Background: an optimization exercise with open tools, aiming at small area. Do not read the settings as production practice.
Function was checked by simulation only, so behaviour that the tests miss may differ from the original.
Power and IR drop assume default switching activity.

`flow/design.v`:
```
package parser_pkg;
	localparam int PARS_W       = 512;
	localparam int NUM_RULE     = 8;
	localparam int RULE_ADDR_W  = 3;
	localparam int PIPE_LATENCY = 5;
	typedef logic [7:0]        byte_off_t;
	typedef logic [6:0]        hdr_off_t;
	typedef logic [15:0]       field16_t;
	typedef logic [31:0]       action_t;
	typedef logic [PARS_W-1:0] pars_data_t;
	typedef struct packed {
		logic     valid;
		hdr_off_t off;
	} type_ctl_t;
	typedef struct packed {
		logic       calc;
		hdr_off_t   off;
		logic [7:0] mask;
		logic [7:0] val;
	} len_ctl_t;
	typedef struct packed {
		byte_off_t  pars_off;
		type_ctl_t  type_ctl;
		len_ctl_t   len_ctl;
		pars_data_t pars_data;
	} phv_t;
	typedef struct packed {
		logic     valid;
		field16_t key;
		field16_t mask;
		action_t  action;
	} rule_t;
	typedef rule_t [NUM_RULE-1:0] rule_arr_t;
	typedef struct packed {
		field16_t   type_fld;
		field16_t   len_fld;
		byte_off_t  pars_off;
		len_ctl_t   len_ctl;
		pars_data_t pars_data;
	} fields_t;
	typedef struct packed {
		byte_off_t  next_off;
		logic       hit;
		action_t    action;
		field16_t   type_fld;
		pars_data_t pars_data;
	} result_t;
endpackage
`timescale 1ns/100ps
module field_extract (
	input  parser_pkg::phv_t      phv_i,
	output parser_pkg::field16_t  type_fld_o,
	output parser_pkg::byte_off_t next_off_o
);
	logic [64:0][7:0] b0;
	logic [32:0][7:0] b1;
	logic [16:0][7:0] b2;
	logic  [8:0][7:0] b3;
	logic  [4:0][7:0] b4;
	logic  [2:0][7:0] b5;
	logic  [1:0][7:0] b6;
	logic [8:0] t;
	logic [8:0] l1;
	logic [7:0] len_b;
	logic [7:0] len;
	logic [7:0] scaled;
	logic [7:0] add;
	parser_pkg::len_ctl_t lc;
	assign lc = phv_i.len_ctl;
	for (genvar k = 0; k < 64; k++) begin : g_bytes
		assign b0[k] = phv_i.pars_data[511-8*k -: 8];
	end
	assign b0[64] = 8'h00;
	assign t  = {1'b0, phv_i.pars_off} + {2'b00, phv_i.type_ctl.off};
	assign l1 = {1'b0, phv_i.pars_off} + {2'b00, lc.off} + 9'd1;
	for (genvar k = 0; k < 33; k++) begin : g_s32
		assign b1[k] = t[5] ? b0[k+32] : b0[k];
	end
	for (genvar k = 0; k < 17; k++) begin : g_s16
		assign b2[k] = t[4] ? b1[k+16] : b1[k];
	end
	for (genvar k = 0; k < 9; k++) begin : g_s8
		assign b3[k] = t[3] ? b2[k+8] : b2[k];
	end
	for (genvar k = 0; k < 5; k++) begin : g_s4
		assign b4[k] = t[2] ? b3[k+4] : b3[k];
	end
	for (genvar k = 0; k < 3; k++) begin : g_s2
		assign b5[k] = t[1] ? b4[k+2] : b4[k];
	end
	for (genvar k = 0; k < 2; k++) begin : g_s1
		assign b6[k] = t[0] ? b5[k+1] : b5[k];
	end
	assign type_fld_o = (phv_i.type_ctl.valid && t[8:6] == 3'd0) ? {b6[0], b6[1]} : 16'h0000;
	assign len_b  = (l1[8:6] == 3'd0) ? b0[l1[5:0]] : 8'h00;
	assign len    = len_b & lc.mask;
	assign scaled = len << lc.val[1:0];
	assign add    = lc.calc ? scaled : lc.val;
	assign next_off_o = phv_i.pars_off + add;
endmodule
`timescale 1ns/100ps
module rule_table (
	input  logic                               clk,
	input  logic                               reset,
	input  logic                               rule_wr_i,
	input  logic                               rule_rd_i,
	input  logic [parser_pkg::RULE_ADDR_W-1:0] rule_addr_i,
	input  parser_pkg::rule_t                  rule_data_i,
	output parser_pkg::rule_t                  rule_rdata_o,
	output logic                               rule_rvalid_o,
	output logic [parser_pkg::NUM_RULE*65-1:0] rules_o
);
	logic [parser_pkg::NUM_RULE-1:0] valid_q;
	logic [parser_pkg::NUM_RULE-1:0] rd_sel;
	parser_pkg::field16_t            key_q [parser_pkg::NUM_RULE];
	parser_pkg::field16_t            mask_q [parser_pkg::NUM_RULE];
	parser_pkg::action_t             act_q [parser_pkg::NUM_RULE];
	logic [64:0]                     rd_data;
	always_ff @(posedge clk or negedge reset) begin
		if (!reset) begin
			valid_q <= '0;
		end else if (rule_wr_i) begin
			valid_q[rule_addr_i] <= rule_data_i.valid;
		end
	end
	always_ff @(posedge clk) begin
		if (rule_wr_i) begin
			key_q[rule_addr_i]  <= rule_data_i.key;
			mask_q[rule_addr_i] <= rule_data_i.mask;
			act_q[rule_addr_i]  <= rule_data_i.action;
		end
	end
	for (genvar i = 0; i < parser_pkg::NUM_RULE; i++) begin : g_rules
		assign rules_o[65*i +: 65] = {valid_q[i], key_q[i], mask_q[i], act_q[i]};
		assign rd_sel[i] = (rule_addr_i == i);
	end
	always_comb begin
		rd_data = '0;
		for (int i = 0; i < parser_pkg::NUM_RULE; i++) begin
			rd_data = rd_data | ({65{rd_sel[i]}} & rules_o[65*i +: 65]);
		end
	end
	always_ff @(posedge clk) begin
		rule_rdata_o <= rd_data;
	end
	always_ff @(posedge clk or negedge reset) begin
		if (!reset) begin
			rule_rvalid_o <= 1'b0;
		end else begin
			rule_rvalid_o <= rule_rd_i;
		end
	end
endmodule
`timescale 1ns/100ps
module type_lookup (
	input  parser_pkg::field16_t               type_fld_i,
	input  logic [parser_pkg::NUM_RULE*65-1:0] rules_i,
	output logic [parser_pkg::RULE_ADDR_W-1:0] idx_o,
	output logic                               hit_o
);
	logic [parser_pkg::NUM_RULE-1:0] hitv;
	for (genvar i = 0; i < parser_pkg::NUM_RULE; i++) begin : g_rule
		assign hitv[i] = rules_i[65*i+64] &&
			((type_fld_i & rules_i[65*i+32 +: 16]) == rules_i[65*i+48 +: 16]);
	end
	always_comb begin
		idx_o = '0;
		for (int i = 0; i < parser_pkg::NUM_RULE; i++) begin
			if (hitv[i]) begin
				idx_o = i[parser_pkg::RULE_ADDR_W-1:0];
			end
		end
	end
	assign hit_o = |hitv;
endmodule
`timescale 1ns/100ps
module phv_assemble (
	input  logic [parser_pkg::RULE_ADDR_W-1:0] idx_i,
	input  logic                               hit_i,
	input  logic [parser_pkg::NUM_RULE*65-1:0] rules_i,
	output parser_pkg::action_t                action_o
);
	always_comb begin
		action_o = '0;
		for (int i = 0; i < parser_pkg::NUM_RULE; i++) begin
			action_o = action_o |
				({32{hit_i && idx_i == i}} & rules_i[65*i +: 32]);
		end
	end
endmodule
`timescale 1ns/100ps
module parser_stage (
	input  logic                               clk,
	input  logic                               reset,
	input  parser_pkg::phv_t                   phv_in_i,
	input  logic                               phv_in_valid_i,
	input  logic                               rule_wr_i,
	input  logic                               rule_rd_i,
	input  logic [parser_pkg::RULE_ADDR_W-1:0] rule_addr_i,
	input  parser_pkg::rule_t                  rule_data_i,
	output parser_pkg::result_t                phv_out_o,
	output logic                               phv_out_valid_o,
	output parser_pkg::rule_t                  rule_rdata_o,
	output logic                               rule_rvalid_o
);
	localparam int D = parser_pkg::PIPE_LATENCY;
	logic [parser_pkg::NUM_RULE*65-1:0] rules;
	parser_pkg::field16_t  type_fld;
	parser_pkg::byte_off_t next_off;
	logic [D:1]                   valid_q;
	parser_pkg::pars_data_t       data_q [1:D];
	parser_pkg::field16_t         type_q [1:D];
	parser_pkg::byte_off_t        noff_q [1:D];
	logic [parser_pkg::RULE_ADDR_W-1:0] idx;
	logic                               hit;
	logic [parser_pkg::RULE_ADDR_W-1:0] idx3_q;
	logic                               hit3_q;
	parser_pkg::action_t                action;
	parser_pkg::action_t                act4_q, act5_q;
	logic                               hit4_q, hit5_q;
	field_extract u_decode (
		.phv_i      (phv_in_i),
		.type_fld_o (type_fld),
		.next_off_o (next_off)
	);
	rule_table u_rules (
		.clk           (clk),
		.reset         (reset),
		.rule_wr_i     (rule_wr_i),
		.rule_rd_i     (rule_rd_i),
		.rule_addr_i   (rule_addr_i),
		.rule_data_i   (rule_data_i),
		.rule_rdata_o  (rule_rdata_o),
		.rule_rvalid_o (rule_rvalid_o),
		.rules_o       (rules)
	);
	always_ff @(posedge clk or negedge reset) begin
		if (!reset) begin
			valid_q <= '0;
		end else begin
			valid_q <= {valid_q[D-1:1], phv_in_valid_i};
		end
	end
	always_ff @(posedge clk) begin
		data_q[1] <= phv_in_i.pars_data;
		type_q[1] <= type_fld;
		noff_q[1] <= next_off;
		for (int s = 2; s <= D; s++) begin
			data_q[s] <= data_q[s-1];
			type_q[s] <= type_q[s-1];
			noff_q[s] <= noff_q[s-1];
		end
	end
	type_lookup u_execute (
		.type_fld_i (type_q[2]),
		.rules_i    (rules),
		.idx_o      (idx),
		.hit_o      (hit)
	);
	phv_assemble u_result (
		.idx_i    (idx3_q),
		.hit_i    (hit3_q),
		.rules_i  (rules),
		.action_o (action)
	);
	always_ff @(posedge clk) begin
		idx3_q <= idx;
		hit3_q <= hit;
		act4_q <= action;
		hit4_q <= hit3_q;
		act5_q <= act4_q;
		hit5_q <= hit4_q;
	end
	assign phv_out_o       = {noff_q[D], hit5_q, act5_q, type_q[D], data_q[D]};
	assign phv_out_valid_o = valid_q[D];
endmodule
```
`flow/run.sh`:
```
#!/bin/bash
# synth_recipe.tcl (not shown) runs the flow's synth.tcl, then flattens the netlist and writes it again
# the make line also repeats each setting of config.mk as NAME=value (left out here)
make -C /OpenROAD-flow-scripts/flow DESIGN_CONFIG=/design/flow/config.mk WORK_HOME=/design/flow/orfs CLKGATE_MAP_FILE= SYNTH_SCRIPT=/design/flow/synth_recipe.tcl finish
```
`flow/config.mk`:
```
export PLATFORM = sky130hd
export DESIGN_NAME = parser_stage
export DESIGN_NICKNAME = parser_stage
export VERILOG_FILES = /design/flow/design.v
export SDC_FILE = /design/flow/constraint.sdc
export NUM_CORES = 4
export LEC_CHECK = 0
export CAP_MARGIN = 20
export CORE_MARGIN = 2
export CORE_UTILIZATION = 60
export PLACE_DENSITY = 0.7
export SLEW_MARGIN = 20
```
`flow/constraint.sdc`:
```
create_clock -name core_clock -period 6.0 [get_ports {clk}]
set_input_delay 1.2000 -clock core_clock [delete_from_list [all_inputs] [get_ports {clk}]]
set_output_delay 1.2000 -clock core_clock [all_outputs]
set_load 0.01 [all_outputs]
```
==> results.txt <==
-- routing by layer --
layer  vias to the layer above  share of wire  global-route usage
li1                      22000              -                   -
met1                     26300           0.33              0.4535
met2                      3732           0.47              0.6653
met3                      1014           0.11              0.1280
met4                        74          0.089              0.3052
met5                         -         0.0015                   0
-- critical path: cells and delay by family --
kind / cells / cell delay (ns)
compound gates: 9 / 1.94
fa+ha+maj: 3 / 0.89
simple gates: 4 / 0.62
buf+inv: 4 / 0.73
mux: 2 / 0.72
xor+xnor: 2 / 0.28
-- through the flow --
step                      power, mW  hold slack, ns  setup slack (ns)  std cells
after global placement        29.06          0.3095           -0.4652       8409
after floorplan               26.58          0.3096           0.09667       5234
after CTS                     48.12          0.2676            0.4308       8956
after global routing          49.20          0.2744           0.03108       8998
final                         48.11          0.2695            0.3333       9034
after detailed placement      29.11          0.3121           -0.4447       8409
-- sequential cells by signal, summed over array words and instances (netlist names) --
signal,flops
hit3_q,1
act4_q,32
hit4_q,1
u_rules.act_q,256
data_q,2560
u_rules.key_q,128
hit5_q,1
type_q,80
u_rules.mask_q,128
u_rules.rule_rvalid_o,1
act5_q,32
valid_q,5
noff_q,40
idx3_q,3
u_rules.rule_rdata_o,65
u_rules.valid_q,8
-- layout make-up --
type,count,area [um2],share of cell area
clock inverters,113,1041,0.009027
repair buffers,1440,14250,0.1236
flip-flops and latches,3341,72080,0.6250
multi-input cells,1678,16230,0.1408
clock buffers,434,9036,0.07835
diodes,78,195.2,0.001693
inverters,20,75.07,0.0006510
well taps,1930,2415,0.02094
-- report_power, final --
group / internal (mW) / total [mW] / switching (mW)
clock: 11.1 / 19.3 / 8.20
sequential: 23.9 / 24.4 / 0.455
combinational: 2.01 / 4.38 / 2.37
total: 37.1 / 48.1 / 11.0
-- kinds of logic after synthesis --
kind of cell | count (synthesis) | share of synthesized area
flops | 3341 | 0.8098
xor+xnor | 142 | 0.01427
mux | 414 | 0.08461
buf+inv | 215 | 0.01106
simple gates | 576 | 0.03046
compound gates | 515 | 0.04515
fa+ha+maj | 31 | 0.004611
-- final timing paths --
| path | startpoint | end | slack, ns | cells after the start |
|---|---|---|---|---|
| worst max register to register | type_q[2][4] | idx3_q[0] | 3.33 | 9 |
| worst min-delay path | data_q[2][302] | data_q[3][302] | 0.27 | 0 |
| min in group asynchronous | reset | valid_q[5] | 0.72 | 1 |
| worst max-delay path | phv_in_i[544] | noff_q[1][7] | 0.33 | 24 |
| max in group asynchronous | reset | u_rules.valid_q[1] | 4.84 | 1 |
| worst min register to register | data_q[2][302] | data_q[3][302] | 0.27 | 0 |
-- placed cells by master, fill, tap and decap left out, types with 26 or more instances in the layout --
cell type and instances:
a21oi_1 26, a222oi_1 72, a22oi_1 194, buf_4 158, clkbuf_1 55, clkbuf_16 322
clkbuf_8 55, clkdlybuf4s50_1 1259, clkinv_2 66, dfxtp_1 2815, diode_2 78, edfxtp_1 512
mux2_2 35, mux2i_1 113, mux4_2 262, nand2_1 293, nand3_1 56, nand3b_1 35
nand4_1 66, nor2_1 31, o211ai_1 31, o21ai_0 28, o22ai_1 42, xnor2_1 42
xor2_1 92
==> impl_results.md <==
* Run status: complete, no violations
* Synth async-reset ratio at 0.004190
* Drt pass-1 iters at 9
* Die width at between 300 and 400 um
* CTS Buffer Depth at 4
* WL final at about 310000 um
* Synth top area cells: dfxtp_1, edfxtp_1, mux4_2
* Detail Placement HPWL at around 230000 um
* Post-CTS Setup Inserts at 0
* Register area share after synthesis at 0.8098
* Gpl congestion at ~1
* Fin crit period at roughly 5.7 ns
* Worst slew pin tran at approximately 1.2 ns
* Syn Inst Count at around 5.2k
* Synth top area share at 0.6332
* Post-synthesis cell area at about 0.09 mm2
* Worst Skew at between 0.07 and 0.08 ns
* Clock H-tree levels at 5
* Total gr overflow at 0
* Area Overhead vs Synth at 29.57%
* CP Launch Type: primary input
* Clk sinks at approximately 3.3k
* Port bufs at roughly 1.3k
* Skew-Pair Late Insertion Delay at slightly above 0.9 ns
* Leakage at 44.47 nW
* Post-DR wirelength/cell at between 30 and 40 um
* YS warnings at 10
* Area leader, netlist: dfxtp_1
* DR vias/cell at about 5.9
* Largest net degree at the start of global routing at 54
* Hold Path Class: flop to flop
* Hold_buf cts at 0
* Drt drc at 0
* CTS tree: built
* Filler cells at roughly 8.2k
* Post-Route Utilization at 0.7819
* Count of endpoints failing setup in the final report at 0
* Worst-path fanout max at 5
* Worst path required time at about 6.7 ns
* Most frequent cell after synthesis: dfxtp_1
* Nets at between 7k and 8k
* Power Density at between 400 and 500 mW/mm2
* Post-DRT Antenna Nets at 0
* CP Capture Type: flop
* Synth top cells by count: dfxtp_1, edfxtp_1, nand2_1
* Synth Flop Type: dfxtp_1
* Vias at ~53k
* Reg clk slew, reported paths at 0.07 ns
* Fin Setup TNS at 0 ns
* Site row count at 141
* Worst setup path class: primary input to flop
* Initial DRC count at 6107
* Slew headroom at 0.2263
* Initial Utilization at 0.6035
* Pins over their slew limit at 0
* Die H at roughly 400 um
* Design area at ~0.12 mm2
* Placed cell areas at 0.1051 mm2
* I/O pin count at 1261
* Num CTS Buffers at around 310
* Final Cycle Share at 0.9445
* Total GRT Usage at 0.4095
* Core area at 0.1475 mm2
* MaxCap Viol Count at 0
* Crit-path cells: clkdlybuf4s50_1, inv_1, ha_1, inv_1, fa_4, a211oi_1, nor3b_1, or2_2, buf_12, mux4_2, mux2i_1, o22ai_1, a32oi_1, o21ai_0, ha_1, a21o_1, a21oi_1, o21bai_1, a21oi_1, nor2b_1, o21ai_0, nand2b_1, xnor2_1, xnor2_1
* Root Driver: clkbuf_16
* Max Fclk at 176.5 MHz
* CP peak stage delay at about 0.45 ns
* First-pass GRT wire length at 421600 um
* Final hold vios at 0
* Synth Register Bits at around 3.3k
* Post-Syn Nets at 5890
* Post-CTS Resized at 0
* Vias in the first global route at ~53k
* Full die area at 0.1514 mm2
* Critical path arrival at around 6.4 ns
* Post-synth cell types at 76
* Post-Syn Area per Cell at around 17 um2
* Max IR drop VDD at between 0.0003 and 0.0004 V
* Max stage delay cell, worst path: fa_4
* Fraction of layout cells with a size suffix above 1 at 0.1463
* Initial antenna violation count at 133
* RSZ-0062 raised after global routing: false
* Number of flops mapped to enable cells by yosys at 512

==> port drivers added, routing unchanged <==
The flow's constraints put no driver on any port. The routed layout listed below was extracted and timed again, unchanged, in two steps. Step 1: set_driving_cell puts a clkbuf_16 on clk and a buf_2 on each other input, an assumption about the parent block. Step 2 also shifts input and output timing later by t, the mid clock arrival at the registers, as if the neighbouring blocks saw the same clock. Three values: ideal ports, drivers, drivers and shift; two values: the first two.
shift t [ns]: 0.981
setup slack, ns: 0.333 / 0.247 / -0.734
worst setup path after step 2: input to register
worst slew at a driven data input, ns: 0.28
With both steps, setup timing fails in this run, where it was met with ideal ports. The setup slack of this run moves by -0.086 ns with the drivers and by -1.067 ns with both steps.
